This design comes from an exercise in tuning for small area, a short achievable clock period and few clock cycles per item on the open sky130 flow, not from production work. The RTL was checked by simulation tests, not by an equivalence proof against the original design. Power figures rest on the tool's default switching activity, not on a simulated workload.

### flow/flow/run.sh
#!/bin/bash
# The standard layout (the standard.sh), except that the buffers that
# buffer_ports puts on every input and output port are buf_1 cells; the
# resizer sizes them up where timing needs it.
set -euo pipefail
bash standard.sh "BUFFER_PORTS_ARGS=-buffer_cell sky130_fd_sc_hd__buf_1" finish > flow_standard.log 2>&1
### flow/standard.sh
#!/bin/bash
# synth_recipe.tcl (not shown) runs the flow's synth.tcl, then flattens the netlist and writes it again
# the make line also repeats each setting of config.mk as NAME=value (left out here)
make -C /OpenROAD-flow-scripts/flow DESIGN_CONFIG=/design/flow/config.mk WORK_HOME=/design/flow/orfs CLKGATE_MAP_FILE= SYNTH_SCRIPT=/design/flow/synth_recipe.tcl "${@:-finish}"
### flow/config.mk
export PLATFORM = sky130hd
export DESIGN_NAME = dot_engine_top
export DESIGN_NICKNAME = dot_engine_top
export VERILOG_FILES = /design/flow/design.v
export SDC_FILE = /design/flow/constraint.sdc
export NUM_CORES = 4
export LEC_CHECK = 0
export ABC_AREA = 1
export CAP_MARGIN = 20
export CORE_MARGIN = 2
export CORE_UTILIZATION = 65
export CTS_CLUSTER_DIAMETER = 80
export CTS_CLUSTER_SIZE = 30
export SETUP_SLACK_MARGIN = 2.4
export SLEW_MARGIN = 20
### flow/constraint.sdc
create_clock -name core_clock -period 5.0 [get_ports {clk}]
set_input_delay 1.0000 -clock core_clock [delete_from_list [all_inputs] [get_ports {clk}]]
set_output_delay 1.0000 -clock core_clock [all_outputs]
set_load 0.01 [all_outputs]
### flow/design.v
`default_nettype none
package dot_pkg;
  localparam int N_LANES = 4;
  localparam int LANE_W = 8;
  localparam int WORD_W = N_LANES * LANE_W;
  localparam int RES_W = 32;
  localparam int ACC_W = 22;
  localparam int SUM_W = 18;
  localparam int WORD_OFFSET = -87040;
  localparam int VEC_DEPTH = 16;
  localparam int ADDR_W = 4;
endpackage
`default_nettype wire
`default_nettype none
module dp_unit (
  input wire logic clk,
  input wire logic [31:0] act_data,
  input wire logic [31:0] w_word,
  input wire logic enc_load,
  input wire logic cut_vld,
  output logic [17:0] x_out,
  output logic [17:0] y_out
);
  logic [31:0] w_q;
  always_ff @(posedge clk) begin
    if (enc_load) begin
      w_q <= w_word;
    end
  end
  logic [3:0][3:0] one_q;
  logic [3:0][3:0] two_q;
  logic [3:0][3:0] neg_q;
  for (genvar i = 0; i < 4; i++) begin : g_enc_lane
    for (genvar k = 0; k < 4; k++) begin : g_enc_digit
      logic b2, b1, b0;
      assign b2 = w_q[i*8 + 2*k + 1];
      assign b1 = w_q[i*8 + 2*k];
      if (k == 0) begin : g_lsb
        assign b0 = 1'b0;
      end else begin : g_mid
        assign b0 = w_q[i*8 + 2*k - 1];
      end
      assign one_q[i][k] = b1 ^ b0;
      assign two_q[i][k] = (b2 & ~b1 & ~b0) | (~b2 & b1 & b0);
      assign neg_q[i][k] = b2;
    end
  end
  logic [3:0][2:0] ncnt;
  for (genvar k = 0; k < 4; k++) begin : g_ncnt
    assign ncnt[k] = 3'(neg_q[0][k]) + 3'(neg_q[1][k]) + 3'(neg_q[2][k]) + 3'(neg_q[3][k]);
  end
  logic [3:0][3:0][8:0] pp;
  for (genvar i = 0; i < 4; i++) begin : g_pp_lane
    logic [8:0] a1, a2;
    assign a1 = {act_data[i*8 + 7], act_data[i*8 +: 8]};
    assign a2 = {act_data[i*8 +: 8], 1'b0};
    for (genvar k = 0; k < 4; k++) begin : g_pp_digit
      assign pp[i][k] = ({9{one_q[i][k]}} & a1 | {9{two_q[i][k]}} & a2) ^ {9{neg_q[i][k]}};
    end
  end
  logic sb0_1;
  logic cb0_2;
  logic sb0_3;
  logic cb0_4;
  logic sb0_5;
  logic cb0_6;
  logic sb0_7;
  logic cb0_8;
  logic sb0_9;
  logic cb0_10;
  logic sb0_11;
  logic cb0_12;
  logic sb0_13;
  logic cb0_14;
  logic sb0_15;
  logic cb0_16;
  logic sb0_17;
  logic cb0_18;
  logic sb0_19;
  logic cb0_20;
  logic sb0_21;
  logic cb0_22;
  logic sb0_23;
  logic cb0_24;
  logic sb0_25;
  logic cb0_26;
  logic sb0_27;
  logic cb0_28;
  logic sb0_29;
  logic cb0_30;
  logic sb0_31;
  logic cb0_32;
  logic sb0_33;
  logic cb0_34;
  logic sb0_35;
  logic cb0_36;
  logic sb0_37;
  logic cb0_38;
  logic sb0_39;
  logic cb0_40;
  logic sb0_41;
  logic cb0_42;
  logic sb0_43;
  logic cb0_44;
  logic sb0_45;
  logic cb0_46;
  logic sb0_47;
  logic cb0_48;
  logic sb0_49;
  logic cb0_50;
  logic sb0_51;
  logic cb0_52;
  logic sb0_53;
  logic cb0_54;
  logic sb0_55;
  logic cb0_56;
  logic sb0_57;
  logic cb0_58;
  logic sb0_59;
  logic cb0_60;
  logic sb0_61;
  logic cb0_62;
  logic sb0_63;
  logic cb0_64;
  logic sb0_65;
  logic cb0_66;
  logic sb0_67;
  logic cb0_68;
  logic sb0_69;
  logic cb0_70;
  logic sb0_71;
  logic cb0_72;
  logic sb0_73;
  logic cb0_74;
  logic sb0_75;
  logic cb0_76;
  logic sb0_77;
  logic cb0_78;
  logic sb0_79;
  logic cb0_80;
  logic sb0_81;
  logic cb0_82;
  logic sb0_83;
  logic cb0_84;
  logic sb0_85;
  logic cb0_86;
  logic sb1_87;
  logic cb1_88;
  logic sb1_89;
  logic cb1_90;
  logic sb1_91;
  logic cb1_92;
  logic sb1_93;
  logic cb1_94;
  logic sb1_95;
  logic cb1_96;
  logic sb1_97;
  logic cb1_98;
  logic sb1_99;
  logic cb1_100;
  logic sb1_101;
  logic cb1_102;
  logic sb1_103;
  logic cb1_104;
  logic sb1_105;
  logic cb1_106;
  logic sb1_107;
  logic cb1_108;
  logic sb1_109;
  logic cb1_110;
  logic sb1_111;
  logic cb1_112;
  logic sb1_113;
  logic cb1_114;
  logic sb1_115;
  logic cb1_116;
  logic sb1_117;
  logic cb1_118;
  logic sb1_119;
  logic cb1_120;
  logic sb1_121;
  logic cb1_122;
  logic sb1_123;
  logic cb1_124;
  logic sb1_125;
  logic cb1_126;
  logic sb1_127;
  logic cb1_128;
  logic sb1_129;
  logic cb1_130;
  logic sb1_131;
  logic cb1_132;
  logic sb1_133;
  logic cb1_134;
  logic sb1_135;
  logic cb1_136;
  logic sb1_137;
  logic cb1_138;
  logic sb1_139;
  logic cb1_140;
  logic sb1_141;
  logic cb1_142;
  logic sb1_143;
  logic cb1_144;
  logic sb1_145;
  logic cb1_146;
  logic sb1_147;
  logic cb1_148;
  logic sb1_149;
  logic cb1_150;
  logic sb1_151;
  logic cb1_152;
  logic sb1_153;
  logic cb1_154;
  logic sc0_155;
  logic cc0_156;
  logic sc0_157;
  logic cc0_158;
  logic sc0_159;
  logic cc0_160;
  logic sc0_161;
  logic cc0_162;
  logic sc0_163;
  logic cc0_164;
  logic sc0_165;
  logic cc0_166;
  logic sc0_167;
  logic cc0_168;
  logic sc0_169;
  logic cc0_170;
  logic sc0_171;
  logic cc0_172;
  logic sc0_173;
  logic cc0_174;
  logic sc1_175;
  logic cc1_176;
  logic sc1_177;
  logic cc1_178;
  logic sc1_179;
  logic cc1_180;
  logic sc1_181;
  logic cc1_182;
  logic sc1_183;
  logic cc1_184;
  logic sc1_185;
  logic cc1_186;
  logic sc1_187;
  logic cc1_188;
  logic sc1_189;
  logic cc1_190;
  logic sc1_191;
  logic cc1_192;
  logic sc1_193;
  logic cc1_194;
  logic sc1_195;
  logic cc1_196;
  logic sc1_197;
  logic cc1_198;
  logic sc1_199;
  logic cc1_200;
  logic sc1_201;
  logic cc1_202;
  logic sc1_203;
  logic cc1_204;
  logic sc1_205;
  logic cc1_206;
  logic sc1_207;
  logic cc1_208;
  logic sc1_209;
  logic cc1_210;
  logic sc1_211;
  logic cc1_212;
  logic sc1_213;
  logic cc1_214;
  logic sc2_215;
  logic cc2_216;
  logic sc2_217;
  logic cc2_218;
  logic sc2_219;
  logic cc2_220;
  logic sc2_221;
  logic cc2_222;
  logic sc2_223;
  logic cc2_224;
  logic sc2_225;
  logic cc2_226;
  logic sc2_227;
  logic cc2_228;
  logic sc2_229;
  logic cc2_230;
  logic sc2_231;
  logic cc2_232;
  logic sc2_233;
  logic cc2_234;
  logic sc2_235;
  logic cc2_236;
  logic sc2_237;
  logic cc2_238;
  logic sc2_239;
  logic cc2_240;
  logic sc3_241;
  logic cc3_242;
  logic sc3_243;
  logic cc3_244;
  logic sc3_245;
  logic cc3_246;
  logic sc3_247;
  logic cc3_248;
  logic sc3_249;
  logic cc3_250;
  logic sc3_251;
  logic cc3_252;
  logic sc3_253;
  logic cc3_254;
  logic sc3_255;
  logic cc3_256;
  logic sc3_257;
  logic cc3_258;
  logic sc3_259;
  logic cc3_260;
  logic sc3_261;
  logic cc3_262;
  logic sc3_263;
  logic cc3_264;
  logic sc3_265;
  logic cc3_266;
  logic sc3_267;
  logic cc3_268;
  logic sc3_269;
  logic cc3_270;
  assign sb0_1 = pp[0][0][0] ^ pp[1][0][0] ^ pp[2][0][0];
  assign cb0_2 = (pp[0][0][0] & pp[1][0][0]) | (pp[0][0][0] & pp[2][0][0]) | (pp[1][0][0] & pp[2][0][0]);
  assign sb0_3 = pp[0][0][1] ^ pp[1][0][1] ^ pp[2][0][1];
  assign cb0_4 = (pp[0][0][1] & pp[1][0][1]) | (pp[0][0][1] & pp[2][0][1]) | (pp[1][0][1] & pp[2][0][1]);
  assign sb0_5 = pp[0][0][2] ^ pp[0][1][0] ^ pp[1][0][2];
  assign cb0_6 = (pp[0][0][2] & pp[0][1][0]) | (pp[0][0][2] & pp[1][0][2]) | (pp[0][1][0] & pp[1][0][2]);
  assign sb0_7 = pp[1][1][0] ^ pp[2][0][2] ^ pp[2][1][0];
  assign cb0_8 = (pp[1][1][0] & pp[2][0][2]) | (pp[1][1][0] & pp[2][1][0]) | (pp[2][0][2] & pp[2][1][0]);
  assign sb0_9 = pp[0][0][3] ^ pp[0][1][1] ^ pp[1][0][3];
  assign cb0_10 = (pp[0][0][3] & pp[0][1][1]) | (pp[0][0][3] & pp[1][0][3]) | (pp[0][1][1] & pp[1][0][3]);
  assign sb0_11 = pp[1][1][1] ^ pp[2][0][3] ^ pp[2][1][1];
  assign cb0_12 = (pp[1][1][1] & pp[2][0][3]) | (pp[1][1][1] & pp[2][1][1]) | (pp[2][0][3] & pp[2][1][1]);
  assign sb0_13 = pp[0][0][4] ^ pp[0][1][2] ^ pp[0][2][0];
  assign cb0_14 = (pp[0][0][4] & pp[0][1][2]) | (pp[0][0][4] & pp[0][2][0]) | (pp[0][1][2] & pp[0][2][0]);
  assign sb0_15 = pp[1][0][4] ^ pp[1][1][2] ^ pp[1][2][0];
  assign cb0_16 = (pp[1][0][4] & pp[1][1][2]) | (pp[1][0][4] & pp[1][2][0]) | (pp[1][1][2] & pp[1][2][0]);
  assign sb0_17 = pp[2][0][4] ^ pp[2][1][2] ^ pp[2][2][0];
  assign cb0_18 = (pp[2][0][4] & pp[2][1][2]) | (pp[2][0][4] & pp[2][2][0]) | (pp[2][1][2] & pp[2][2][0]);
  assign sb0_19 = pp[3][0][4] ^ pp[3][1][2] ^ pp[3][2][0];
  assign cb0_20 = (pp[3][0][4] & pp[3][1][2]) | (pp[3][0][4] & pp[3][2][0]) | (pp[3][1][2] & pp[3][2][0]);
  assign sb0_21 = pp[0][0][5] ^ pp[0][1][3] ^ pp[0][2][1];
  assign cb0_22 = (pp[0][0][5] & pp[0][1][3]) | (pp[0][0][5] & pp[0][2][1]) | (pp[0][1][3] & pp[0][2][1]);
  assign sb0_23 = pp[1][0][5] ^ pp[1][1][3] ^ pp[1][2][1];
  assign cb0_24 = (pp[1][0][5] & pp[1][1][3]) | (pp[1][0][5] & pp[1][2][1]) | (pp[1][1][3] & pp[1][2][1]);
  assign sb0_25 = pp[2][0][5] ^ pp[2][1][3] ^ pp[2][2][1];
  assign cb0_26 = (pp[2][0][5] & pp[2][1][3]) | (pp[2][0][5] & pp[2][2][1]) | (pp[2][1][3] & pp[2][2][1]);
  assign sb0_27 = pp[3][0][5] ^ pp[3][1][3] ^ pp[3][2][1];
  assign cb0_28 = (pp[3][0][5] & pp[3][1][3]) | (pp[3][0][5] & pp[3][2][1]) | (pp[3][1][3] & pp[3][2][1]);
  assign sb0_29 = pp[0][0][6] ^ pp[0][1][4] ^ pp[0][2][2];
  assign cb0_30 = (pp[0][0][6] & pp[0][1][4]) | (pp[0][0][6] & pp[0][2][2]) | (pp[0][1][4] & pp[0][2][2]);
  assign sb0_31 = pp[0][3][0] ^ pp[1][0][6] ^ pp[1][1][4];
  assign cb0_32 = (pp[0][3][0] & pp[1][0][6]) | (pp[0][3][0] & pp[1][1][4]) | (pp[1][0][6] & pp[1][1][4]);
  assign sb0_33 = pp[1][2][2] ^ pp[1][3][0] ^ pp[2][0][6];
  assign cb0_34 = (pp[1][2][2] & pp[1][3][0]) | (pp[1][2][2] & pp[2][0][6]) | (pp[1][3][0] & pp[2][0][6]);
  assign sb0_35 = pp[2][1][4] ^ pp[2][2][2] ^ pp[2][3][0];
  assign cb0_36 = (pp[2][1][4] & pp[2][2][2]) | (pp[2][1][4] & pp[2][3][0]) | (pp[2][2][2] & pp[2][3][0]);
  assign sb0_37 = pp[3][0][6] ^ pp[3][1][4] ^ pp[3][2][2];
  assign cb0_38 = (pp[3][0][6] & pp[3][1][4]) | (pp[3][0][6] & pp[3][2][2]) | (pp[3][1][4] & pp[3][2][2]);
  assign sb0_39 = pp[0][0][7] ^ pp[0][1][5] ^ pp[0][2][3];
  assign cb0_40 = (pp[0][0][7] & pp[0][1][5]) | (pp[0][0][7] & pp[0][2][3]) | (pp[0][1][5] & pp[0][2][3]);
  assign sb0_41 = pp[0][3][1] ^ pp[1][0][7] ^ pp[1][1][5];
  assign cb0_42 = (pp[0][3][1] & pp[1][0][7]) | (pp[0][3][1] & pp[1][1][5]) | (pp[1][0][7] & pp[1][1][5]);
  assign sb0_43 = pp[1][2][3] ^ pp[1][3][1] ^ pp[2][0][7];
  assign cb0_44 = (pp[1][2][3] & pp[1][3][1]) | (pp[1][2][3] & pp[2][0][7]) | (pp[1][3][1] & pp[2][0][7]);
  assign sb0_45 = pp[2][1][5] ^ pp[2][2][3] ^ pp[2][3][1];
  assign cb0_46 = (pp[2][1][5] & pp[2][2][3]) | (pp[2][1][5] & pp[2][3][1]) | (pp[2][2][3] & pp[2][3][1]);
  assign sb0_47 = pp[3][0][7] ^ pp[3][1][5] ^ pp[3][2][3];
  assign cb0_48 = (pp[3][0][7] & pp[3][1][5]) | (pp[3][0][7] & pp[3][2][3]) | (pp[3][1][5] & pp[3][2][3]);
  assign sb0_49 = ~pp[0][0][8] ^ pp[0][1][6] ^ pp[0][2][4];
  assign cb0_50 = (~pp[0][0][8] & pp[0][1][6]) | (~pp[0][0][8] & pp[0][2][4]) | (pp[0][1][6] & pp[0][2][4]);
  assign sb0_51 = pp[0][3][2] ^ ~pp[1][0][8] ^ pp[1][1][6];
  assign cb0_52 = (pp[0][3][2] & ~pp[1][0][8]) | (pp[0][3][2] & pp[1][1][6]) | (~pp[1][0][8] & pp[1][1][6]);
  assign sb0_53 = pp[1][2][4] ^ pp[1][3][2] ^ ~pp[2][0][8];
  assign cb0_54 = (pp[1][2][4] & pp[1][3][2]) | (pp[1][2][4] & ~pp[2][0][8]) | (pp[1][3][2] & ~pp[2][0][8]);
  assign sb0_55 = pp[2][1][6] ^ pp[2][2][4] ^ pp[2][3][2];
  assign cb0_56 = (pp[2][1][6] & pp[2][2][4]) | (pp[2][1][6] & pp[2][3][2]) | (pp[2][2][4] & pp[2][3][2]);
  assign sb0_57 = ~pp[3][0][8] ^ pp[3][1][6] ^ pp[3][2][4];
  assign cb0_58 = (~pp[3][0][8] & pp[3][1][6]) | (~pp[3][0][8] & pp[3][2][4]) | (pp[3][1][6] & pp[3][2][4]);
  assign sb0_59 = pp[0][1][7] ^ pp[0][2][5] ^ pp[0][3][3];
  assign cb0_60 = (pp[0][1][7] & pp[0][2][5]) | (pp[0][1][7] & pp[0][3][3]) | (pp[0][2][5] & pp[0][3][3]);
  assign sb0_61 = pp[1][1][7] ^ pp[1][2][5] ^ pp[1][3][3];
  assign cb0_62 = (pp[1][1][7] & pp[1][2][5]) | (pp[1][1][7] & pp[1][3][3]) | (pp[1][2][5] & pp[1][3][3]);
  assign sb0_63 = pp[2][1][7] ^ pp[2][2][5] ^ pp[2][3][3];
  assign cb0_64 = (pp[2][1][7] & pp[2][2][5]) | (pp[2][1][7] & pp[2][3][3]) | (pp[2][2][5] & pp[2][3][3]);
  assign sb0_65 = pp[3][1][7] ^ pp[3][2][5] ^ pp[3][3][3];
  assign cb0_66 = (pp[3][1][7] & pp[3][2][5]) | (pp[3][1][7] & pp[3][3][3]) | (pp[3][2][5] & pp[3][3][3]);
  assign sb0_67 = ~pp[0][1][8] ^ pp[0][2][6] ^ pp[0][3][4];
  assign cb0_68 = (~pp[0][1][8] & pp[0][2][6]) | (~pp[0][1][8] & pp[0][3][4]) | (pp[0][2][6] & pp[0][3][4]);
  assign sb0_69 = ~pp[1][1][8] ^ pp[1][2][6] ^ pp[1][3][4];
  assign cb0_70 = (~pp[1][1][8] & pp[1][2][6]) | (~pp[1][1][8] & pp[1][3][4]) | (pp[1][2][6] & pp[1][3][4]);
  assign sb0_71 = ~pp[2][1][8] ^ pp[2][2][6] ^ pp[2][3][4];
  assign cb0_72 = (~pp[2][1][8] & pp[2][2][6]) | (~pp[2][1][8] & pp[2][3][4]) | (pp[2][2][6] & pp[2][3][4]);
  assign sb0_73 = ~pp[3][1][8] ^ pp[3][2][6] ^ pp[3][3][4];
  assign cb0_74 = (~pp[3][1][8] & pp[3][2][6]) | (~pp[3][1][8] & pp[3][3][4]) | (pp[3][2][6] & pp[3][3][4]);
  assign sb0_75 = pp[0][2][7] ^ pp[0][3][5] ^ pp[1][2][7];
  assign cb0_76 = (pp[0][2][7] & pp[0][3][5]) | (pp[0][2][7] & pp[1][2][7]) | (pp[0][3][5] & pp[1][2][7]);
  assign sb0_77 = pp[1][3][5] ^ pp[2][2][7] ^ pp[2][3][5];
  assign cb0_78 = (pp[1][3][5] & pp[2][2][7]) | (pp[1][3][5] & pp[2][3][5]) | (pp[2][2][7] & pp[2][3][5]);
  assign sb0_79 = ~pp[0][2][8] ^ pp[0][3][6] ^ ~pp[1][2][8];
  assign cb0_80 = (~pp[0][2][8] & pp[0][3][6]) | (~pp[0][2][8] & ~pp[1][2][8]) | (pp[0][3][6] & ~pp[1][2][8]);
  assign sb0_81 = pp[1][3][6] ^ ~pp[2][2][8] ^ pp[2][3][6];
  assign cb0_82 = (pp[1][3][6] & ~pp[2][2][8]) | (pp[1][3][6] & pp[2][3][6]) | (~pp[2][2][8] & pp[2][3][6]);
  assign sb0_83 = pp[0][3][7] ^ pp[1][3][7] ^ pp[2][3][7];
  assign cb0_84 = (pp[0][3][7] & pp[1][3][7]) | (pp[0][3][7] & pp[2][3][7]) | (pp[1][3][7] & pp[2][3][7]);
  assign sb0_85 = ~pp[0][3][8] ^ ~pp[1][3][8] ^ ~pp[2][3][8];
  assign cb0_86 = (~pp[0][3][8] & ~pp[1][3][8]) | (~pp[0][3][8] & ~pp[2][3][8]) | (~pp[1][3][8] & ~pp[2][3][8]);
  assign sb1_87 = pp[3][0][0] ^ sb0_1 ^ ncnt[0][0];
  assign cb1_88 = (pp[3][0][0] & sb0_1) | (pp[3][0][0] & ncnt[0][0]) | (sb0_1 & ncnt[0][0]);
  assign sb1_89 = pp[3][0][1] ^ cb0_2 ^ sb0_3;
  assign cb1_90 = (pp[3][0][1] & cb0_2) | (pp[3][0][1] & sb0_3) | (cb0_2 & sb0_3);
  assign sb1_91 = pp[3][0][2] ^ pp[3][1][0] ^ cb0_4;
  assign cb1_92 = (pp[3][0][2] & pp[3][1][0]) | (pp[3][0][2] & cb0_4) | (pp[3][1][0] & cb0_4);
  assign sb1_93 = sb0_5 ^ sb0_7 ^ ncnt[0][2];
  assign cb1_94 = (sb0_5 & sb0_7) | (sb0_5 & ncnt[0][2]) | (sb0_7 & ncnt[0][2]);
  assign sb1_95 = pp[3][0][3] ^ pp[3][1][1] ^ cb0_6;
  assign cb1_96 = (pp[3][0][3] & pp[3][1][1]) | (pp[3][0][3] & cb0_6) | (pp[3][1][1] & cb0_6);
  assign sb1_97 = cb0_8 ^ sb0_9 ^ sb0_11;
  assign cb1_98 = (cb0_8 & sb0_9) | (cb0_8 & sb0_11) | (sb0_9 & sb0_11);
  assign sb1_99 = cb0_10 ^ cb0_12 ^ sb0_13;
  assign cb1_100 = (cb0_10 & cb0_12) | (cb0_10 & sb0_13) | (cb0_12 & sb0_13);
  assign sb1_101 = sb0_15 ^ sb0_17 ^ sb0_19;
  assign cb1_102 = (sb0_15 & sb0_17) | (sb0_15 & sb0_19) | (sb0_17 & sb0_19);
  assign sb1_103 = cb0_14 ^ cb0_16 ^ cb0_18;
  assign cb1_104 = (cb0_14 & cb0_16) | (cb0_14 & cb0_18) | (cb0_16 & cb0_18);
  assign sb1_105 = cb0_20 ^ sb0_21 ^ sb0_23;
  assign cb1_106 = (cb0_20 & sb0_21) | (cb0_20 & sb0_23) | (sb0_21 & sb0_23);
  assign sb1_107 = sb0_25 ^ sb0_27 ^ ncnt[2][1];
  assign cb1_108 = (sb0_25 & sb0_27) | (sb0_25 & ncnt[2][1]) | (sb0_27 & ncnt[2][1]);
  assign sb1_109 = pp[3][3][0] ^ cb0_22 ^ cb0_24;
  assign cb1_110 = (pp[3][3][0] & cb0_22) | (pp[3][3][0] & cb0_24) | (cb0_22 & cb0_24);
  assign sb1_111 = cb0_26 ^ cb0_28 ^ sb0_29;
  assign cb1_112 = (cb0_26 & cb0_28) | (cb0_26 & sb0_29) | (cb0_28 & sb0_29);
  assign sb1_113 = sb0_31 ^ sb0_33 ^ sb0_35;
  assign cb1_114 = (sb0_31 & sb0_33) | (sb0_31 & sb0_35) | (sb0_33 & sb0_35);
  assign sb1_115 = sb0_37 ^ ncnt[2][2] ^ ncnt[3][0];
  assign cb1_116 = (sb0_37 & ncnt[2][2]) | (sb0_37 & ncnt[3][0]) | (ncnt[2][2] & ncnt[3][0]);
  assign sb1_117 = pp[3][3][1] ^ cb0_30 ^ cb0_32;
  assign cb1_118 = (pp[3][3][1] & cb0_30) | (pp[3][3][1] & cb0_32) | (cb0_30 & cb0_32);
  assign sb1_119 = cb0_34 ^ cb0_36 ^ cb0_38;
  assign cb1_120 = (cb0_34 & cb0_36) | (cb0_34 & cb0_38) | (cb0_36 & cb0_38);
  assign sb1_121 = sb0_39 ^ sb0_41 ^ sb0_43;
  assign cb1_122 = (sb0_39 & sb0_41) | (sb0_39 & sb0_43) | (sb0_41 & sb0_43);
  assign sb1_123 = sb0_45 ^ sb0_47 ^ ncnt[3][1];
  assign cb1_124 = (sb0_45 & sb0_47) | (sb0_45 & ncnt[3][1]) | (sb0_47 & ncnt[3][1]);
  assign sb1_125 = pp[3][3][2] ^ cb0_40 ^ cb0_42;
  assign cb1_126 = (pp[3][3][2] & cb0_40) | (pp[3][3][2] & cb0_42) | (cb0_40 & cb0_42);
  assign sb1_127 = cb0_44 ^ cb0_46 ^ cb0_48;
  assign cb1_128 = (cb0_44 & cb0_46) | (cb0_44 & cb0_48) | (cb0_46 & cb0_48);
  assign sb1_129 = sb0_49 ^ sb0_51 ^ sb0_53;
  assign cb1_130 = (sb0_49 & sb0_51) | (sb0_49 & sb0_53) | (sb0_51 & sb0_53);
  assign sb1_131 = sb0_55 ^ sb0_57 ^ ncnt[3][2];
  assign cb1_132 = (sb0_55 & sb0_57) | (sb0_55 & ncnt[3][2]) | (sb0_57 & ncnt[3][2]);
  assign sb1_133 = cb0_50 ^ cb0_52 ^ cb0_54;
  assign cb1_134 = (cb0_50 & cb0_52) | (cb0_50 & cb0_54) | (cb0_52 & cb0_54);
  assign sb1_135 = cb0_56 ^ cb0_58 ^ sb0_59;
  assign cb1_136 = (cb0_56 & cb0_58) | (cb0_56 & sb0_59) | (cb0_58 & sb0_59);
  assign sb1_137 = sb0_61 ^ sb0_63 ^ sb0_65;
  assign cb1_138 = (sb0_61 & sb0_63) | (sb0_61 & sb0_65) | (sb0_63 & sb0_65);
  assign sb1_139 = cb0_60 ^ cb0_62 ^ cb0_64;
  assign cb1_140 = (cb0_60 & cb0_62) | (cb0_60 & cb0_64) | (cb0_62 & cb0_64);
  assign sb1_141 = cb0_66 ^ sb0_67 ^ sb0_69;
  assign cb1_142 = (cb0_66 & sb0_67) | (cb0_66 & sb0_69) | (sb0_67 & sb0_69);
  assign sb1_143 = pp[3][2][7] ^ pp[3][3][5] ^ cb0_68;
  assign cb1_144 = (pp[3][2][7] & pp[3][3][5]) | (pp[3][2][7] & cb0_68) | (pp[3][3][5] & cb0_68);
  assign sb1_145 = cb0_70 ^ cb0_72 ^ cb0_74;
  assign cb1_146 = (cb0_70 & cb0_72) | (cb0_70 & cb0_74) | (cb0_72 & cb0_74);
  assign sb1_147 = ~pp[3][2][8] ^ pp[3][3][6] ^ cb0_76;
  assign cb1_148 = (~pp[3][2][8] & pp[3][3][6]) | (~pp[3][2][8] & cb0_76) | (pp[3][3][6] & cb0_76);
  assign sb1_149 = cb0_78 ^ sb0_79 ^ sb0_81;
  assign cb1_150 = (cb0_78 & sb0_79) | (cb0_78 & sb0_81) | (sb0_79 & sb0_81);
  assign sb1_151 = pp[3][3][7] ^ cb0_80 ^ cb0_82;
  assign cb1_152 = (pp[3][3][7] & cb0_80) | (pp[3][3][7] & cb0_82) | (cb0_80 & cb0_82);
  assign sb1_153 = ~pp[3][3][8] ^ cb0_84 ^ sb0_85;
  assign cb1_154 = (~pp[3][3][8] & cb0_84) | (~pp[3][3][8] & sb0_85) | (cb0_84 & sb0_85);
  assign sc0_155 = cut_q[24] ^ cut_q[25];
  assign cc0_156 = cut_q[24] & cut_q[25];
  assign sc0_157 = cut_q[31] ^ cut_q[32] ^ cut_q[33];
  assign cc0_158 = (cut_q[31] & cut_q[32]) | (cut_q[31] & cut_q[33]) | (cut_q[32] & cut_q[33]);
  assign sc0_159 = cut_q[34] ^ cut_q[35];
  assign cc0_160 = cut_q[34] & cut_q[35];
  assign sc0_161 = cut_q[39] ^ cut_q[40] ^ cut_q[41];
  assign cc0_162 = (cut_q[39] & cut_q[40]) | (cut_q[39] & cut_q[41]) | (cut_q[40] & cut_q[41]);
  assign sc0_163 = cut_q[42] ^ cut_q[43] ^ cut_q[44];
  assign cc0_164 = (cut_q[42] & cut_q[43]) | (cut_q[42] & cut_q[44]) | (cut_q[43] & cut_q[44]);
  assign sc0_165 = cut_q[47] ^ cut_q[48] ^ cut_q[49];
  assign cc0_166 = (cut_q[47] & cut_q[48]) | (cut_q[47] & cut_q[49]) | (cut_q[48] & cut_q[49]);
  assign sc0_167 = cut_q[50] ^ cut_q[51];
  assign cc0_168 = cut_q[50] & cut_q[51];
  assign sc0_169 = cut_q[54] ^ cut_q[55] ^ cut_q[56];
  assign cc0_170 = (cut_q[54] & cut_q[55]) | (cut_q[54] & cut_q[56]) | (cut_q[55] & cut_q[56]);
  assign sc0_171 = cut_q[57] ^ cut_q[58];
  assign cc0_172 = cut_q[57] & cut_q[58];
  assign sc0_173 = cut_q[61] ^ cut_q[62] ^ cut_q[63];
  assign cc0_174 = (cut_q[61] & cut_q[62]) | (cut_q[61] & cut_q[63]) | (cut_q[62] & cut_q[63]);
  assign sc1_175 = cut_q[8] ^ cut_q[9];
  assign cc1_176 = cut_q[8] & cut_q[9];
  assign sc1_177 = cut_q[13] ^ cut_q[14] ^ cut_q[15];
  assign cc1_178 = (cut_q[13] & cut_q[14]) | (cut_q[13] & cut_q[15]) | (cut_q[14] & cut_q[15]);
  assign sc1_179 = cut_q[16] ^ cut_q[17];
  assign cc1_180 = cut_q[16] & cut_q[17];
  assign sc1_181 = cut_q[19] ^ cut_q[20] ^ cut_q[21];
  assign cc1_182 = (cut_q[19] & cut_q[20]) | (cut_q[19] & cut_q[21]) | (cut_q[20] & cut_q[21]);
  assign sc1_183 = cut_q[22] ^ cut_q[23];
  assign cc1_184 = cut_q[22] & cut_q[23];
  assign sc1_185 = cut_q[26] ^ cut_q[27] ^ cut_q[28];
  assign cc1_186 = (cut_q[26] & cut_q[27]) | (cut_q[26] & cut_q[28]) | (cut_q[27] & cut_q[28]);
  assign sc1_187 = cut_q[29] ^ cut_q[30] ^ sc0_155;
  assign cc1_188 = (cut_q[29] & cut_q[30]) | (cut_q[29] & sc0_155) | (cut_q[30] & sc0_155);
  assign sc1_189 = cut_q[36] ^ cut_q[37] ^ cut_q[38];
  assign cc1_190 = (cut_q[36] & cut_q[37]) | (cut_q[36] & cut_q[38]) | (cut_q[37] & cut_q[38]);
  assign sc1_191 = cc0_156 ^ sc0_157 ^ sc0_159;
  assign cc1_192 = (cc0_156 & sc0_157) | (cc0_156 & sc0_159) | (sc0_157 & sc0_159);
  assign sc1_193 = cut_q[45] ^ cut_q[46] ^ cc0_158;
  assign cc1_194 = (cut_q[45] & cut_q[46]) | (cut_q[45] & cc0_158) | (cut_q[46] & cc0_158);
  assign sc1_195 = cc0_160 ^ sc0_161 ^ sc0_163;
  assign cc1_196 = (cc0_160 & sc0_161) | (cc0_160 & sc0_163) | (sc0_161 & sc0_163);
  assign sc1_197 = cut_q[52] ^ cut_q[53] ^ cc0_162;
  assign cc1_198 = (cut_q[52] & cut_q[53]) | (cut_q[52] & cc0_162) | (cut_q[53] & cc0_162);
  assign sc1_199 = cc0_164 ^ sc0_165 ^ sc0_167;
  assign cc1_200 = (cc0_164 & sc0_165) | (cc0_164 & sc0_167) | (sc0_165 & sc0_167);
  assign sc1_201 = cut_q[59] ^ cut_q[60] ^ cc0_166;
  assign cc1_202 = (cut_q[59] & cut_q[60]) | (cut_q[59] & cc0_166) | (cut_q[60] & cc0_166);
  assign sc1_203 = cc0_168 ^ sc0_169 ^ sc0_171;
  assign cc1_204 = (cc0_168 & sc0_169) | (cc0_168 & sc0_171) | (sc0_169 & sc0_171);
  assign sc1_205 = cut_q[64] ^ cut_q[65] ^ cut_q[66];
  assign cc1_206 = (cut_q[64] & cut_q[65]) | (cut_q[64] & cut_q[66]) | (cut_q[65] & cut_q[66]);
  assign sc1_207 = cc0_170 ^ cc0_172 ^ sc0_173;
  assign cc1_208 = (cc0_170 & cc0_172) | (cc0_170 & sc0_173) | (cc0_172 & sc0_173);
  assign sc1_209 = cut_q[67] ^ cut_q[68] ^ cut_q[69];
  assign cc1_210 = (cut_q[67] & cut_q[68]) | (cut_q[67] & cut_q[69]) | (cut_q[68] & cut_q[69]);
  assign sc1_211 = cut_q[70] ^ cc0_174;
  assign cc1_212 = cut_q[70] & cc0_174;
  assign sc1_213 = cut_q[71] ^ cut_q[72] ^ cut_q[73];
  assign cc1_214 = (cut_q[71] & cut_q[72]) | (cut_q[71] & cut_q[73]) | (cut_q[72] & cut_q[73]);
  assign sc2_215 = cut_q[4] ^ cut_q[5];
  assign cc2_216 = cut_q[4] & cut_q[5];
  assign sc2_217 = cut_q[10] ^ cut_q[11] ^ cut_q[12];
  assign cc2_218 = (cut_q[10] & cut_q[11]) | (cut_q[10] & cut_q[12]) | (cut_q[11] & cut_q[12]);
  assign sc2_219 = cut_q[18] ^ cc1_176 ^ sc1_177;
  assign cc2_220 = (cut_q[18] & cc1_176) | (cut_q[18] & sc1_177) | (cc1_176 & sc1_177);
  assign sc2_221 = cc1_178 ^ cc1_180 ^ sc1_181;
  assign cc2_222 = (cc1_178 & cc1_180) | (cc1_178 & sc1_181) | (cc1_180 & sc1_181);
  assign sc2_223 = cc1_182 ^ cc1_184 ^ sc1_185;
  assign cc2_224 = (cc1_182 & cc1_184) | (cc1_182 & sc1_185) | (cc1_184 & sc1_185);
  assign sc2_225 = cc1_186 ^ cc1_188 ^ sc1_189;
  assign cc2_226 = (cc1_186 & cc1_188) | (cc1_186 & sc1_189) | (cc1_188 & sc1_189);
  assign sc2_227 = cc1_190 ^ cc1_192 ^ sc1_193;
  assign cc2_228 = (cc1_190 & cc1_192) | (cc1_190 & sc1_193) | (cc1_192 & sc1_193);
  assign sc2_229 = cc1_194 ^ cc1_196 ^ sc1_197;
  assign cc2_230 = (cc1_194 & cc1_196) | (cc1_194 & sc1_197) | (cc1_196 & sc1_197);
  assign sc2_231 = cc1_198 ^ cc1_200 ^ sc1_201;
  assign cc2_232 = (cc1_198 & cc1_200) | (cc1_198 & sc1_201) | (cc1_200 & sc1_201);
  assign sc2_233 = cc1_202 ^ cc1_204 ^ sc1_205;
  assign cc2_234 = (cc1_202 & cc1_204) | (cc1_202 & sc1_205) | (cc1_204 & sc1_205);
  assign sc2_235 = cc1_206 ^ cc1_208 ^ sc1_209;
  assign cc2_236 = (cc1_206 & cc1_208) | (cc1_206 & sc1_209) | (cc1_208 & sc1_209);
  assign sc2_237 = cut_q[74] ^ cc1_210 ^ cc1_212;
  assign cc2_238 = (cut_q[74] & cc1_210) | (cut_q[74] & cc1_212) | (cc1_210 & cc1_212);
  assign sc2_239 = cut_q[75] ^ cut_q[76];
  assign cc2_240 = cut_q[75] & cut_q[76];
  assign sc3_241 = cut_q[1] ^ cut_q[2];
  assign cc3_242 = cut_q[1] & cut_q[2];
  assign sc3_243 = cut_q[6] ^ cut_q[7] ^ sc2_215;
  assign cc3_244 = (cut_q[6] & cut_q[7]) | (cut_q[6] & sc2_215) | (cut_q[7] & sc2_215);
  assign sc3_245 = sc1_175 ^ cc2_216 ^ sc2_217;
  assign cc3_246 = (sc1_175 & cc2_216) | (sc1_175 & sc2_217) | (cc2_216 & sc2_217);
  assign sc3_247 = sc1_179 ^ cc2_218 ^ sc2_219;
  assign cc3_248 = (sc1_179 & cc2_218) | (sc1_179 & sc2_219) | (cc2_218 & sc2_219);
  assign sc3_249 = sc1_183 ^ cc2_220 ^ sc2_221;
  assign cc3_250 = (sc1_183 & cc2_220) | (sc1_183 & sc2_221) | (cc2_220 & sc2_221);
  assign sc3_251 = sc1_187 ^ cc2_222 ^ sc2_223;
  assign cc3_252 = (sc1_187 & cc2_222) | (sc1_187 & sc2_223) | (cc2_222 & sc2_223);
  assign sc3_253 = sc1_191 ^ cc2_224 ^ sc2_225;
  assign cc3_254 = (sc1_191 & cc2_224) | (sc1_191 & sc2_225) | (cc2_224 & sc2_225);
  assign sc3_255 = sc1_195 ^ cc2_226 ^ sc2_227;
  assign cc3_256 = (sc1_195 & cc2_226) | (sc1_195 & sc2_227) | (cc2_226 & sc2_227);
  assign sc3_257 = sc1_199 ^ cc2_228 ^ sc2_229;
  assign cc3_258 = (sc1_199 & cc2_228) | (sc1_199 & sc2_229) | (cc2_228 & sc2_229);
  assign sc3_259 = sc1_203 ^ cc2_230 ^ sc2_231;
  assign cc3_260 = (sc1_203 & cc2_230) | (sc1_203 & sc2_231) | (cc2_230 & sc2_231);
  assign sc3_261 = sc1_207 ^ cc2_232 ^ sc2_233;
  assign cc3_262 = (sc1_207 & cc2_232) | (sc1_207 & sc2_233) | (cc2_232 & sc2_233);
  assign sc3_263 = sc1_211 ^ cc2_234 ^ sc2_235;
  assign cc3_264 = (sc1_211 & cc2_234) | (sc1_211 & sc2_235) | (cc2_234 & sc2_235);
  assign sc3_265 = sc1_213 ^ cc2_236 ^ sc2_237;
  assign cc3_266 = (sc1_213 & cc2_236) | (sc1_213 & sc2_237) | (cc2_236 & sc2_237);
  assign sc3_267 = cc1_214 ^ cc2_238 ^ sc2_239;
  assign cc3_268 = (cc1_214 & cc2_238) | (cc1_214 & sc2_239) | (cc2_238 & sc2_239);
  assign sc3_269 = cut_q[77] ^ cut_q[78] ^ cc2_240;
  assign cc3_270 = (cut_q[77] & cut_q[78]) | (cut_q[77] & cc2_240) | (cut_q[78] & cc2_240);
  logic [78:0] cut_q;
  logic [17:0] x_q;
  logic [17:0] y_q;
  always_ff @(posedge clk) begin
      cut_q[0] <= sb1_87;
      cut_q[1] <= ncnt[0][1];
      cut_q[2] <= cb1_88;
      cut_q[3] <= sb1_89;
      cut_q[4] <= ncnt[1][0];
      cut_q[5] <= cb1_90;
      cut_q[6] <= sb1_91;
      cut_q[7] <= sb1_93;
      cut_q[8] <= ncnt[1][1];
      cut_q[9] <= cb1_92;
      cut_q[10] <= cb1_94;
      cut_q[11] <= sb1_95;
      cut_q[12] <= sb1_97;
      cut_q[13] <= ncnt[1][2];
      cut_q[14] <= ncnt[2][0];
      cut_q[15] <= cb1_96;
      cut_q[16] <= cb1_98;
      cut_q[17] <= sb1_99;
      cut_q[18] <= sb1_101;
      cut_q[19] <= cb1_100;
      cut_q[20] <= cb1_102;
      cut_q[21] <= sb1_103;
      cut_q[22] <= sb1_105;
      cut_q[23] <= sb1_107;
      cut_q[24] <= cb1_104;
      cut_q[25] <= cb1_106;
      cut_q[26] <= cb1_108;
      cut_q[27] <= sb1_109;
      cut_q[28] <= sb1_111;
      cut_q[29] <= sb1_113;
      cut_q[30] <= sb1_115;
      cut_q[31] <= cb1_110;
      cut_q[32] <= cb1_112;
      cut_q[33] <= cb1_114;
      cut_q[34] <= cb1_116;
      cut_q[35] <= sb1_117;
      cut_q[36] <= sb1_119;
      cut_q[37] <= sb1_121;
      cut_q[38] <= sb1_123;
      cut_q[39] <= cb1_118;
      cut_q[40] <= cb1_120;
      cut_q[41] <= cb1_122;
      cut_q[42] <= cb1_124;
      cut_q[43] <= sb1_125;
      cut_q[44] <= sb1_127;
      cut_q[45] <= sb1_129;
      cut_q[46] <= sb1_131;
      cut_q[47] <= cb1_126;
      cut_q[48] <= cb1_128;
      cut_q[49] <= cb1_130;
      cut_q[50] <= cb1_132;
      cut_q[51] <= sb1_133;
      cut_q[52] <= sb1_135;
      cut_q[53] <= sb1_137;
      cut_q[54] <= sb0_71;
      cut_q[55] <= sb0_73;
      cut_q[56] <= cb1_134;
      cut_q[57] <= cb1_136;
      cut_q[58] <= cb1_138;
      cut_q[59] <= sb1_139;
      cut_q[60] <= sb1_141;
      cut_q[61] <= sb0_75;
      cut_q[62] <= sb0_77;
      cut_q[63] <= cb1_140;
      cut_q[64] <= cb1_142;
      cut_q[65] <= sb1_143;
      cut_q[66] <= sb1_145;
      cut_q[67] <= cb1_144;
      cut_q[68] <= cb1_146;
      cut_q[69] <= sb1_147;
      cut_q[70] <= sb1_149;
      cut_q[71] <= sb0_83;
      cut_q[72] <= cb1_148;
      cut_q[73] <= cb1_150;
      cut_q[74] <= sb1_151;
      cut_q[75] <= cb1_152;
      cut_q[76] <= sb1_153;
      cut_q[77] <= cb0_86;
      cut_q[78] <= cb1_154;
  end
  always_ff @(posedge clk) begin
      x_q[0] <= cut_vld & cut_q[0];
      x_q[1] <= cut_vld & cut_q[3];
      x_q[2] <= cut_vld & cc3_242;
      x_q[3] <= cut_vld & cc3_244;
      x_q[4] <= cut_vld & cc3_246;
      x_q[5] <= cut_vld & cc3_248;
      x_q[6] <= cut_vld & cc3_250;
      x_q[7] <= cut_vld & cc3_252;
      x_q[8] <= cut_vld & cc3_254;
      x_q[9] <= cut_vld & cc3_256;
      x_q[10] <= cut_vld & cc3_258;
      x_q[11] <= cut_vld & cc3_260;
      x_q[12] <= cut_vld & cc3_262;
      x_q[13] <= cut_vld & cc3_264;
      x_q[14] <= cut_vld & cc3_266;
      x_q[15] <= cut_vld & cc3_268;
      x_q[16] <= cut_vld & cc3_270;
      x_q[17] <= cut_vld & 1'b0;
      y_q[0] <= cut_vld & 1'b0;
      y_q[1] <= cut_vld & sc3_241;
      y_q[2] <= cut_vld & sc3_243;
      y_q[3] <= cut_vld & sc3_245;
      y_q[4] <= cut_vld & sc3_247;
      y_q[5] <= cut_vld & sc3_249;
      y_q[6] <= cut_vld & sc3_251;
      y_q[7] <= cut_vld & sc3_253;
      y_q[8] <= cut_vld & sc3_255;
      y_q[9] <= cut_vld & sc3_257;
      y_q[10] <= cut_vld & sc3_259;
      y_q[11] <= cut_vld & sc3_261;
      y_q[12] <= cut_vld & sc3_263;
      y_q[13] <= cut_vld & sc3_265;
      y_q[14] <= cut_vld & sc3_267;
      y_q[15] <= cut_vld & sc3_269;
      y_q[16] <= cut_vld & 1'b0;
      y_q[17] <= cut_vld & 1'b0;
  end
  assign x_out = x_q;
  assign y_out = y_q;
endmodule
`default_nettype wire
`default_nettype none
module weight_buffer (
  input wire logic clk,
  input wire logic wr_en,
  input wire logic [dot_pkg::ADDR_W-1:0] wr_addr,
  input wire logic [dot_pkg::WORD_W-1:0] wr_data,
  input wire logic [dot_pkg::VEC_DEPTH-1:0] rd_sel,
  input wire logic rd_bypass0,
  output logic [dot_pkg::WORD_W-1:0] rd_data
);
  logic [dot_pkg::WORD_W-1:0] mem [dot_pkg::VEC_DEPTH];
  always_ff @(posedge clk) begin
    if (wr_en) begin
      mem[wr_addr] <= wr_data;
    end
  end
  logic [dot_pkg::WORD_W-1:0] word0;
  assign word0 = rd_bypass0 ? wr_data : mem[0];
  always_comb begin
    rd_data = word0 & {dot_pkg::WORD_W{rd_sel[0]}};
    for (int k = 1; k < dot_pkg::VEC_DEPTH; k++) begin
      rd_data = rd_data | (mem[k] & {dot_pkg::WORD_W{rd_sel[k]}});
    end
  end
endmodule
`default_nettype wire
`default_nettype none
module dot_accumulator (
  input wire logic clk,
  input wire logic clear,
  input wire logic [dot_pkg::ADDR_W-1:0] vec_last,
  input wire logic [dot_pkg::SUM_W-1:0] x_in,
  input wire logic [dot_pkg::SUM_W-1:0] y_in,
  output logic signed [dot_pkg::RES_W-1:0] acc
);
  logic [dot_pkg::ACC_W-1:0] acc_q;
  logic [dot_pkg::ACC_W-1:0] acc_init;
  logic [dot_pkg::ACC_W-1:0] x_ext;
  logic [dot_pkg::ACC_W-1:0] y_ext;
  logic [dot_pkg::ACC_W-1:0] s3;
  logic [dot_pkg::ACC_W-1:0] c3;
  assign acc = dot_pkg::RES_W'($signed(acc_q));
  always_comb begin
    acc_init = '0;
    for (int n = 0; n < dot_pkg::VEC_DEPTH; n++) begin
      if (vec_last == dot_pkg::ADDR_W'(n)) begin
        acc_init = dot_pkg::ACC_W'((n + 1) * dot_pkg::WORD_OFFSET);
      end
    end
  end
  assign x_ext = dot_pkg::ACC_W'(x_in);
  assign y_ext = dot_pkg::ACC_W'(y_in);
  assign s3 = acc_q ^ x_ext ^ y_ext;
  assign c3 = (acc_q & x_ext) | (acc_q & y_ext) | (x_ext & y_ext);
  logic [dot_pkg::ACC_W-1:0] pa;
  logic [dot_pkg::ACC_W-1:0] pb;
  logic [dot_pkg::ACC_W-1:0] sum;
  logic [dot_pkg::ACC_W-1:0] gen [6];
  logic [dot_pkg::ACC_W-1:0] prp [6];
  assign pa = s3;
  assign pb = {c3[dot_pkg::ACC_W-2:0], 1'b0};
  always_comb begin
    gen[0] = pa & pb;
    prp[0] = pa ^ pb;
    for (int l = 0; l < 5; l++) begin
      for (int i = 0; i < dot_pkg::ACC_W; i++) begin
        if (i >= (1 << l)) begin
          gen[l+1][i] = gen[l][i] | (prp[l][i] & gen[l][i - (1 << l)]);
          prp[l+1][i] = prp[l][i] & prp[l][i - (1 << l)];
        end else begin
          gen[l+1][i] = gen[l][i];
          prp[l+1][i] = prp[l][i];
        end
      end
    end
    sum = prp[0] ^ {gen[5][dot_pkg::ACC_W-2:0], 1'b0};
  end
  always_ff @(posedge clk) begin
    if (clear) begin
      acc_q <= acc_init;
    end else begin
      acc_q <= sum;
    end
  end
endmodule
`default_nettype wire
`default_nettype none
module dot_ctrl (
  input wire logic clk,
  input wire logic reset,
  input wire logic start,
  input wire logic [dot_pkg::ADDR_W-1:0] vec_last,
  input wire logic act_valid,
  input wire logic w_wr,
  input wire logic [dot_pkg::ADDR_W-1:0] w_addr,
  output logic busy,
  output logic done,
  output logic buf_wr_en,
  output logic [dot_pkg::VEC_DEPTH-1:0] rd_sel,
  output logic enc_load,
  output logic w0_bypass,
  output logic acc_clear,
  output logic cut_vld
);
  logic busy_q;
  logic strm_q;
  logic [dot_pkg::ADDR_W-1:0] cnt_q;
  logic [dot_pkg::ADDR_W-1:0] last_q;
  logic [dot_pkg::VEC_DEPTH-1:0] rsel_q;
  logic [dot_pkg::VEC_DEPTH-1:0] rsel_d;
  logic done_q;
  logic [1:0] vld_q;
  logic [1:0] fin_q;
  logic is_idle;
  logic accept;
  logic finish;
  logic is_last;
  assign is_idle = !busy_q;
  assign accept = act_valid && strm_q;
  assign finish = vld_q[1] && fin_q[1];
  assign busy = busy_q;
  assign done = done_q;
  assign buf_wr_en = w_wr && is_idle;
  assign rd_sel = rsel_q;
  assign enc_load = is_idle || accept;
  assign w0_bypass = is_idle && w_wr && (w_addr == '0);
  assign is_last = (cnt_q == last_q);
  assign acc_clear = start && is_idle;
  assign cut_vld = vld_q[0];
  always_comb begin
    rsel_d = rsel_q;
    if (is_idle) begin
      rsel_d = start ? dot_pkg::VEC_DEPTH'(2) : dot_pkg::VEC_DEPTH'(1);
    end else if (finish) begin
      rsel_d = dot_pkg::VEC_DEPTH'(1);
    end else if (accept) begin
      rsel_d = rsel_q << 1;
    end
  end
  always_ff @(posedge clk) begin
    if (reset) begin
      busy_q <= 1'b0;
      strm_q <= 1'b0;
      cnt_q <= '0;
      rsel_q <= dot_pkg::VEC_DEPTH'(1);
      last_q <= '0;
      done_q <= 1'b0;
      vld_q <= '0;
      fin_q <= '0;
    end else begin
      done_q <= finish;
      vld_q <= {vld_q[0], accept};
      fin_q <= {fin_q[0], accept && is_last};
      rsel_q <= rsel_d;
      if (is_idle) begin
        if (start) begin
          busy_q <= 1'b1;
          strm_q <= 1'b1;
          cnt_q <= '0;
          last_q <= vec_last;
        end
      end else begin
        if (accept) begin
          cnt_q <= cnt_q + 1'b1;
          if (is_last) begin
            strm_q <= 1'b0;
          end
        end
        if (finish) begin
          busy_q <= 1'b0;
        end
      end
    end
  end
endmodule
`default_nettype wire
`default_nettype none
module dot_engine_top (
  input wire logic clk,
  input wire logic reset,
  input wire logic w_wr,
  input wire logic [dot_pkg::ADDR_W-1:0] w_addr,
  input wire logic [dot_pkg::WORD_W-1:0] w_data,
  input wire logic start,
  input wire logic [dot_pkg::ADDR_W-1:0] vec_last,
  input wire logic act_valid,
  input wire logic [dot_pkg::WORD_W-1:0] act_data,
  output logic busy,
  output logic done,
  output logic signed [dot_pkg::RES_W-1:0] result
);
  logic buf_wr_en;
  logic [dot_pkg::VEC_DEPTH-1:0] rd_sel;
  logic [dot_pkg::WORD_W-1:0] rd_data;
  logic acc_clear;
  logic cut_vld;
  logic enc_load;
  logic w0_bypass;
  logic [dot_pkg::SUM_W-1:0] x_sum;
  logic [dot_pkg::SUM_W-1:0] y_sum;
  dot_ctrl dot_ctrl_i (
    .clk, .reset, .start, .vec_last, .act_valid, .w_wr, .w_addr,
    .busy, .done, .buf_wr_en, .rd_sel, .enc_load, .w0_bypass, .acc_clear, .cut_vld
  );
  weight_buffer weight_buffer_i (
    .clk, .wr_en(buf_wr_en), .wr_addr(w_addr), .wr_data(w_data),
    .rd_sel, .rd_bypass0(w0_bypass), .rd_data
  );
  dp_unit dp_unit_i (
    .clk, .act_data, .w_word(rd_data), .enc_load, .cut_vld, .x_out(x_sum), .y_out(y_sum)
  );
  dot_accumulator dot_accumulator_i (
    .clk, .clear(acc_clear), .vec_last, .x_in(x_sum), .y_in(y_sum), .acc(result)
  );
endmodule
`default_nettype wire
==> run notes <==
[timing repair]
| item | in CTS | in global routing |
|---|---|---|
| endpoints found under the setup margin | 67 | 51 |
| resized for setup | 18 | 68 |
| gates cloned | 0 | 0 |
| setup buffers | 30 | 15 |
| pin swaps | 1 | 25 |
[state kept, by name, summed over array words and instances (netlist names)]
name and flops:
dot_ctrl_i.fin_q 2, dp_unit_i.cut_q 79, dot_ctrl_i.rsel_q 16, dot_ctrl_i.cnt_q 4, dot_ctrl_i.last_q 4, dot_ctrl_i.vld_q 2
dot_ctrl_i.busy_q 1, dot_ctrl_i.strm_q 1, dp_unit_i.y_q 15, dp_unit_i.x_q 17, weight_buffer_i.mem 512, dot_ctrl_i.done_q 1
dot_accumulator_i.acc_q 22, dp_unit_i.w_q 32
[report_power, final]
| group | total (W) | switching (W) | leakage, nW | internal, W |
|---|---|---|---|---|
| Combinational | 0.00536 | 0.00326 | 6.28 | 0.00211 |
| Clock | 0.00315 | 0.00184 | 0.492 | 0.00131 |
| Sequential | 0.00723 | 0.000342 | 6.32 | 0.00689 |
| Total | 0.0158 | 0.00544 | 13.1 | 0.0103 |
[stage by stage]
step,worst slack [ns],cell area [sq um],hold slack (ns),cells
3_5_place_dp,1.658,32870,0.3981,3329
6_report,2.426,34510,0.4159,3420
3_3_place_gp,1.723,32720,0.3966,3323
2_1_floorplan,1.890,31900,0.3864,2685
4_1_cts,2.400,34170,0.4150,3405
5_1_grt,2.356,34510,0.4391,3420
[metal layers]
| metal | track usage, % | share of wire (%) |
|---|---|---|
| met5 | 0 | 0 |
| met4 | 14.65 | 4.9 |
| met3 | 3.677 | 6.9 |
| met2 | 54.88 | 50 |
| met1 | 42.52 | 38 |
[cells in the final DEF (no fill, tap or decap), types with 4 or more instances in the layout]
cell        instances
dfxtp_1           149
buf_16              4
nor4_1              9
clkbuf_16          31
a22o_1             21
inv_2              13
nand4_1            69
xor2_1            118
nand2_1           617
o22ai_2             4
edfxtp_1          544
nand3_1            78
o21ai_4             6
buf_1             110
fa_2                9
o211ai_1            9
a211oi_1           23
o21a_1             24
nand2_2            13
nand3b_1            4
nor2_2             11
xnor2_1             4
dfxtp_2            15
o21ai_2             8
inv_1             231
o21ai_1            31
fa_1              135
or2_2               4
nor2_1            100
o21ai_0            51
buf_4              64
nor2_4             18
a221oi_1           31
ha_1               38
nor3_1              7
clkinvlp_4          5
o22ai_1            92
a21oi_1            56
[worst min-delay path: stages, from the launching register on]
cell     delay (ns)
dfxtp_1        0.32
inv_1          0.04
nor2_1         0.03
[kinds of logic after synthesis]
group | count (synthesis)
simple gates | 939
fa+ha+maj | 183
compound gates | 362
buf+inv | 369
xor+xnor | 124
flops | 708
[worst max-delay path by stage]
stage,depth (start not counted),slack (ns),endpoint
after floorplan,4,1.89,weight_buffer_i.mem[1][0]$_DFFE_PP_
after global placement,8,1.72,dp_unit_i.w_q[5]$_DFFE_PN_
after detailed placement,8,1.66,dp_unit_i.w_q[5]$_DFFE_PN_
after CTS,14,2.40,dot_accumulator_i.acc_q[11]$_DFF_P_
after global routing,8,2.36,dp_unit_i.cut_q[3]$_DFF_P_
final,8,2.43,dp_unit_i.cut_q[3]$_DFF_P_
[layout make-up]
cell class	instances	area [sq um]	share of cell area, %
clock inverter	12	230.2	0.6672
inverter	254	979.7	2.839
clock buffer	34	787.0	2.281
multi-input combinational	1608	11030	31.96
tap	622	778.2	2.255
timing repair buffer	182	1066	3.089
sequential	708	19640	56.91
==> qor.yml <==
fin_skew_ns: 0.02328
die_area_sq_um: 50760
synth_compound_area_share_pct: 7.221
synth_fa_ha_area_share_pct: 10.59
status: "complete, no violations"
critPathMaxStageDelay_ns: 0.45
synth_common_cells: "nand2_1 (631), edfxtp_1 (544), inv_1 (240)"
path_delay_family: "adder cells"
critPathCaptureType: "flop"
first_global_vias: 19920
cts_buffers: 31
tritoncts: "done"
dr.pass1.iters: 5
die_w_um: 225.3
drt_wl_total_um: 81740
synth_area_sq_um: 31830
synth_area_leaders: "edfxtp_1 (51%), dfxtp_1 (10%), fa_1 (9.1%)"
seq_area_frac_synth_pct: 61.63
yosysMostFrequentCell: "nand2_1"
syn_to_final_growth_pct: 8.400
ant_nets: 0
synth_ff_type: "edfxtp_1"
chipHeight_um: 225.3
core_sq_um: 48650
cp.arrival_ns: 3.09
boundaryPins: 111
whs_path_depth: 2
reg2reg_to: "dp_unit_i.cut_q[3]$_DFF_P_"
drt_iter0_drc: 2234
cts_hold_buf: 0
finalSetupTns_ns: 0
clockBufferDepth: 3
synth_top_family_by_area: "simple AND/OR/NAND/NOR gates"
hpwl_um: 55390
ir_worst_vdd_mv: 0.6001
path_cells: "buf_4, clkinvlp_4, or2_2, o21ai_0, xor2_1, fa_1, inv_1, fa_1"
synthXorXnorAreaFrac_pct: 3.412
yosysTopAreaCell: "edfxtp_1"
synthCells: 2685
antenna_found_initial: 1
wl_per_cell_um: 23.90
setup_viol_count_final: 0
timing.fmax_mhz: 388.5
gr-usage-all-layers_pct: 32.38
relSlewSlack_pct: 21.73
r2r_cells: 8
n_antenna_cell: 0
clk_latency_ns: 0.64
final_util_pct: 70.93
leakage_nw: 13.09
fin_crit_sh_pct: 51.49
synth-simple-area-share_pct: 12.30
hold_viol: 0
ys_ff_latch: 708
grt_pass1_wl_um: 120600
start_kind: "flop"
worst_path_most_repeated_cell: "fa_1"
clk_pin_slew_ns: 0.11
reg2reg_slack_ns: 2.43
synthArstFlopShare_pct: 0
drc: 0
synth-edff-count: 544
cts-root-buf: "clkbuf_16"
clkSinkCount: 708
cp_num_buf_inv: 3
path_class: "reg -> reg"
drv_cap: 0
hold_end: "dot_ctrl_i.fin_q[1]$_SDFF_PP0_"
gr-total-overflow: 0
slew_violations: 0
regToRegStartpoint: "dp_unit_i.w_q[1]$_DFFE_PN_"
gp_congestion: 0.9323
layout-drive-gt1-share_pct: 8.327
total_power_w: 0.01575
h-tree-depth: 1
critPathLaunch: "dp_unit_i.w_q[1]$_DFFE_PN_"
initial_core_util_pct: 65.43
crit_fanout: 5
crit_required_ns: 5.52
syn_area_per_cell_sq_um: 11.86
synth_cell_types: 43
hp-start: "dot_ctrl_i.fin_q[0]$_SDFF_PP0_"
post-route-min-period_ns: 2.574
worst_pin_slew_ns: 1.171
synthesis.nets: 2945
num_vias: 20680
nFillCells: 3472
p_per_area_nw_per_um2: 456.5
portBuffers: 110
grt_max_degree: 65
nets: 3045
rows: 81
rsz0062_at_grt: "true"
viasPerCell: 6.048
yosysWarnings: 6
hold_class: "reg -> reg"
critPathSlowestCell: "fa_1"
synthMuxAreaShare_pct: 0
yosys.area.top_type_share_pct: 51.32
Testbench counts, summed over its fixed seeds: cycles 14,859, items 1,280.

re-timing with driven ports:
The results above use ideal ports. As a check the final layout listed here was re-extracted and re-timed, cells and wires unchanged.
Step 1 assumes that a clkbuf_16 drives the clock port and a buf_2 every other input.
Step 2 moves the port delays by t, midway between the first and last clock arrival at a register: inputs arrive t later, outputs are due t later. That takes back most of the time a late clock gives input paths.
Three values: ideal ports, drivers, drivers and shift; two values: the first two.
t (ns): 0.694
slack for setup (ns): 2.426 / 2.412 / 1.778
hold slack, ns: 0.416 / 0.416 / 0.416
After both steps this run still meets setup and hold. For this run, drivers alone change the setup slack by -0.014 ns; drivers and shift together by -0.648 ns.
